This is an optimization exercise on Yosys and OpenROAD, whose aim is small area, a short achievable clock period and few clock cycles, not a production implementation.
In this exercise RTL edits were held to simulation tests only and were not proved equivalent to the original.
Power figures rest on the tool's default switching activity, not on a simulated workload.

==> run a <==
==> flow/design.v (excerpt) <==
module pe_top
(
  input  logic    CLK,
  input  logic    rst_n,
  input  logic    req_valid,
  output logic    req_ready,
  input  pe_pkg::opnd_t   req_a,
  input  pe_pkg::opnd_t   req_b,
  input  pe_pkg::pe_out_t req_d,
  input  logic    req_propagate,
  input  pe_pkg::shift_t  req_shift,
  output logic    res_valid,
  input  logic    res_ready,
  output pe_pkg::pe_out_t res
);
  localparam int PPW = 47;
  logic        v0;
  logic [PPW-1:0] pp0;      
  logic [PPW-1:0] pp_in;
  logic [18:0] d0;
  logic        f0;           
  logic [4:0]  s0;
  logic        last_prop;
  logic [31:0] acc;
  logic [18:0] pre;
  logic [18:0] res_q;        
  logic        up_q;
  logic        slot;         
  logic        adv;          
  logic [31:0] base;
  logic [31:0] sum;
  logic [18:0] rs_y;
  logic        rs_up;
  assign slot      = !res_valid || res_ready;
  assign adv       = v0 && slot;
  assign req_ready = !v0 || slot;
  always_ff @(posedge CLK or negedge rst_n) begin
    if (!rst_n) begin
      v0        <= 1'b0;
      last_prop <= 1'b0;
    end else if (req_ready) begin
      v0 <= req_valid;
      if (req_valid) last_prop <= req_propagate;
    end
  end
  always_ff @(posedge CLK) begin
    if (req_ready) begin
      pp0 <= pp_in;
      d0 <= req_d;
      f0 <= req_propagate ^ last_prop;
      s0 <= req_shift;
    end
  end
  mac_pp pp_i (
    .a  (req_a),
    .b  (req_b),
    .pp (pp_in)
  );
  assign base = f0 ? {{13{pre[18]}}, pre} : acc;
  mac_acc mac_i (
    .pp   (pp0),
    .base (base),
    .y    (sum)
  ...
clock: 7.0 ns
lec_check: 0
abc_clock_period_in_ps: 3300
cap_margin: 20
core_margin: 2
core_utilization: 40
setup_slack_margin: 3.8
slew_margin: 20
run.sh (not shown) runs the stock make flow with config.mk's settings and CLKGATE_MAP_FILE= SYNTH_SCRIPT=/design/flow/synth_recipe.tcl, a recipe that flattens the netlist after the stock synthesis.
==> run b (differences from run a) <==
--- a/flow/design.v
+++ b/flow/design.v
@@ -310,16 +310,18 @@
   assign pp[44] = pp_7_6;
   assign pp[45] = pp_7_7;
   assign pp[46] = 1'b1;
 endmodule
 module mac_acc
 (
   input  logic [46:0] pp,
-  input  logic [31:0] base,
-  output logic [31:0] y
+  input  logic [15:0] base,
+  output logic [15:0] y,
+  output logic        inc,
+  output logic        dec
 );
   logic ys0;
   logic yc0;
   assign ys0 = pp[12] ^ pp[13];
   assign yc0 = pp[12] & pp[13];
   logic ys1;
   logic yc1;
@@ -476,19 +478,17 @@
   assign k0 = (kc == '0);
   always_comb begin
     k2 = 1'b0;
     for (int i = 0; i < 2; i++)
       for (int j = i + 1; j < 2; j++)
         k2 = k2 | (kc[i] & kc[j]);
   end
-  logic [15:0] hi_inc, hi_dec, hi;
-  assign hi_inc = base[31:16] + 16'd1;
-  assign hi_dec = base[31:16] - 16'd1;
-  assign hi = k2 ? hi_inc : (k0 ? hi_dec : base[31:16]);
-  assign y = {hi, lo[15:0]};
+  assign y = lo[15:0];
+  assign inc = k2;
+  assign dec = k0;
 endmodule
 `timescale 1ns/10ps
 module round_sat_stage
 (
   input  logic signed [31:0] x,
   input  logic [4:0]         shift,
   output logic [18:0]        y,        
@@ -550,22 +550,29 @@
   logic        v0;
   logic [PPW-1:0] pp0;      
   logic [PPW-1:0] pp_in;
   logic [18:0] d0;
   logic        f0;           
   logic [4:0]  s0;
   logic        last_prop;
-  logic [31:0] acc;
+  logic [15:0] acc_lo;
+  logic [15:0] acc_hi;       
+  logic        acc_inc;      
+  logic        acc_dec;      
+  logic [15:0] hi_res;       
+  logic [31:0] acc;          
   logic [18:0] pre;
   logic [18:0] res_q;        
   logic        up_q;
   logic        slot;         
   logic        adv;          
   logic [31:0] base;
-  logic [31:0] sum;
+  logic [15:0] sum_lo;
+  logic        sum_inc;
+  logic        sum_dec;
   logic [18:0] rs_y;
   logic        rs_up;
   assign slot      = !res_valid || res_ready;
   assign adv       = v0 && slot;
   assign req_ready = !v0 || slot;
   always_ff @(posedge CLK or negedge rst_n) begin
     if (!rst_n) begin
@@ -585,35 +592,54 @@
     end
   end
   mac_pp pp_i (
     .a  (req_a),
     .b  (req_b),
     .pp (pp_in)
   );
+  always_comb begin
+    logic ones, zeros;
+    ones  = 1'b1;
+    zeros = 1'b1;
+    for (int i = 0; i < 16; i++) begin
+      hi_res[i] = acc_hi[i] ^ ((acc_inc && ones) || (acc_dec && zeros));
+      ones  = ones && acc_hi[i];
+      zeros = zeros && !acc_hi[i];
+    end
+  end
+  assign acc  = {hi_res, acc_lo};
   assign base = f0 ? {{13{pre[18]}}, pre} : acc;
   mac_acc mac_i (
     .pp   (pp0),
-    .base (base),
-    .y    (sum)
+    .base (base[15:0]),
+    .y    (sum_lo),
+    .inc  (sum_inc),
+    .dec  (sum_dec)
   );
   round_sat_stage round_i (
     .x     (acc),
     .shift (s0),
     .y     (rs_y),
     .up    (rs_up)
   );
   always_ff @(posedge CLK or negedge rst_n) begin
     if (!rst_n) begin
-      acc       <= '0;
+      acc_lo    <= '0;
+      acc_hi    <= '0;
+      acc_inc   <= 1'b0;
+      acc_dec   <= 1'b0;
       pre       <= '0;
       res_valid <= 1'b0;
     end else begin
       if (slot) res_valid <= v0;
       if (adv) begin
-        acc <= sum;
+        acc_lo  <= sum_lo;
+        acc_hi  <= base[31:16];
+        acc_inc <= sum_inc;
+        acc_dec <= sum_dec;
         pre <= d0;
       end
     end
   end
   always_ff @(posedge CLK) begin
     if (slot) begin
       res_q <= f0 ? rs_y : pre;
Settings changed: ABC_CLOCK_PERIOD_IN_PS 3300 to not set, SETUP_SLACK_MARGIN 3.8 to 3.3.
==> run c (differences from run a) <==
Settings changed: ABC_CLOCK_PERIOD_IN_PS 3300 to not set, SETUP_SLACK_MARGIN 3.8 to not set.
==> comparison <==
- Run c finished clean. Run a finished with timing, DRC and antenna clean. Run b completed without violations.
- Between run a and run c, the lower core utilization is in run c (gap 2.7 points).
- Of run c and run b, run b has the higher wire length (gap 12%, measured against run b).
- Total power: run c < run b < run a.
- Between run c and run a, the lower first-iteration DRC count is in run a (gap 23%, measured against run a).
- Of run c and run a, run a has the higher non-clock buffer count (gap 42).
- Final area: run b > run a > run c.
- Synthesized area is about the same in run b and run c.
- Global-route usage: run b > run a > run c.
- Of run b and run c, run b has the higher synthesized cell count (gap 2.1%, measured against run c).
==> figures <==
| quantity | run a | run b | run c |
|---|---|---|---|
| Result of the run | no timing/DRC/antenna violations | no timing/DRC/antenna violations | no timing/DRC/antenna violations |
| Total number of vias | 8268 | 9053 | 8092 |
| Proportion of register bits with asynchronous set or reset after synthesis | 0.3750 | 0.3836 | 0.3750 |
| Post-synthesis cell type count | 66 | 75 | 66 |
| Most common cell after layout, fill and taps aside | sky130_fd_sc_hd__nand2_1 | sky130_fd_sc_hd__edfxtp_1 | sky130_fd_sc_hd__nand2_1 |
| Share of cell area taken by multi-input logic gates | 0.5160 | 0.5055 | 0.5094 |
| Post-synth design cell area | 0.01095 mm^2 | 0.01095 mm^2 | 0.01095 mm^2 |
| Number of antenna violations at the first check in global routing | 1 | 0 | 0 |
| Startpoint of the worst hold path | d0[17] | d0[2] | d0[1] |
| Maximum number of pins on one net before global-route repair | 83 | 67 | 68 |
| Seq/Total Area, Yosys | 0.3701 | 0.3748 | 0.3701 |
| Die boundary width | 169.5 um | 169.5 um | 169.5 um |
| Count of plain and timing-repair buffers | 119 | 139 | 77 |
| Pwr dens | 468.7 mW/mm^2 | 448.6 mW/mm^2 | 436.0 mW/mm^2 |
| Data required, critical path | 7.37 ns | 7.18 ns | 7.27 ns |
| Routing usage on met3 | 0.02822 | 0.02659 | 0.02962 |
| Worst reg-to-reg path cell count | 12 | 11 | 11 |
| Final instance area | 0.01317 mm^2 | 0.01341 mm^2 | 0.01244 mm^2 |
| Placement-stage worst setup slack | 2.385 ns | 2.161 ns | 2.107 ns |
| Final routed wire length divided by cell count | 18.37 um | 19.92 um | 18.43 um |
Testbench counts of run a, summed over its fixed seeds: cycles 12,016.
Testbench counts of run b, summed over its fixed seeds: cycles 12,016.
Testbench counts of run c, summed over its fixed seeds: cycles 12,016.

==> static timing again, ports no longer ideal <==
In the flow no input, the clock included, has a driving cell. The finished layouts below were timed again as built, in two steps. Step 1 assumes that a clkbuf_16 drives the clock port and a buf_2 every other input. Step 2 also shifts input and output timing later by t, the mid clock arrival at the registers, as if the neighbouring blocks saw the same clock. a / b / c = ideal / step 1 / step 2; a / b = the first two.
run | t, ns | setup WS [ns] | hold slack, ns | worst slew at a driven data input, ns
run a | 0.476 | 2.982 / 2.982 / 2.982 | 0.443 / 0.443 / 0.443 | 0.05
run b | 0.466 | 3.073 / 3.073 / 3.000 | 0.475 / 0.475 / 0.475 | 0.04
run c | 0.475 | 2.053 / 2.053 / 2.053 | 0.438 / 0.438 / 0.438 | 0.05
After both steps setup and hold are still met in every run listed. For run b, which loses most, drivers alone change the setup slack by 0.000 ns; drivers and shift together by -0.073 ns.
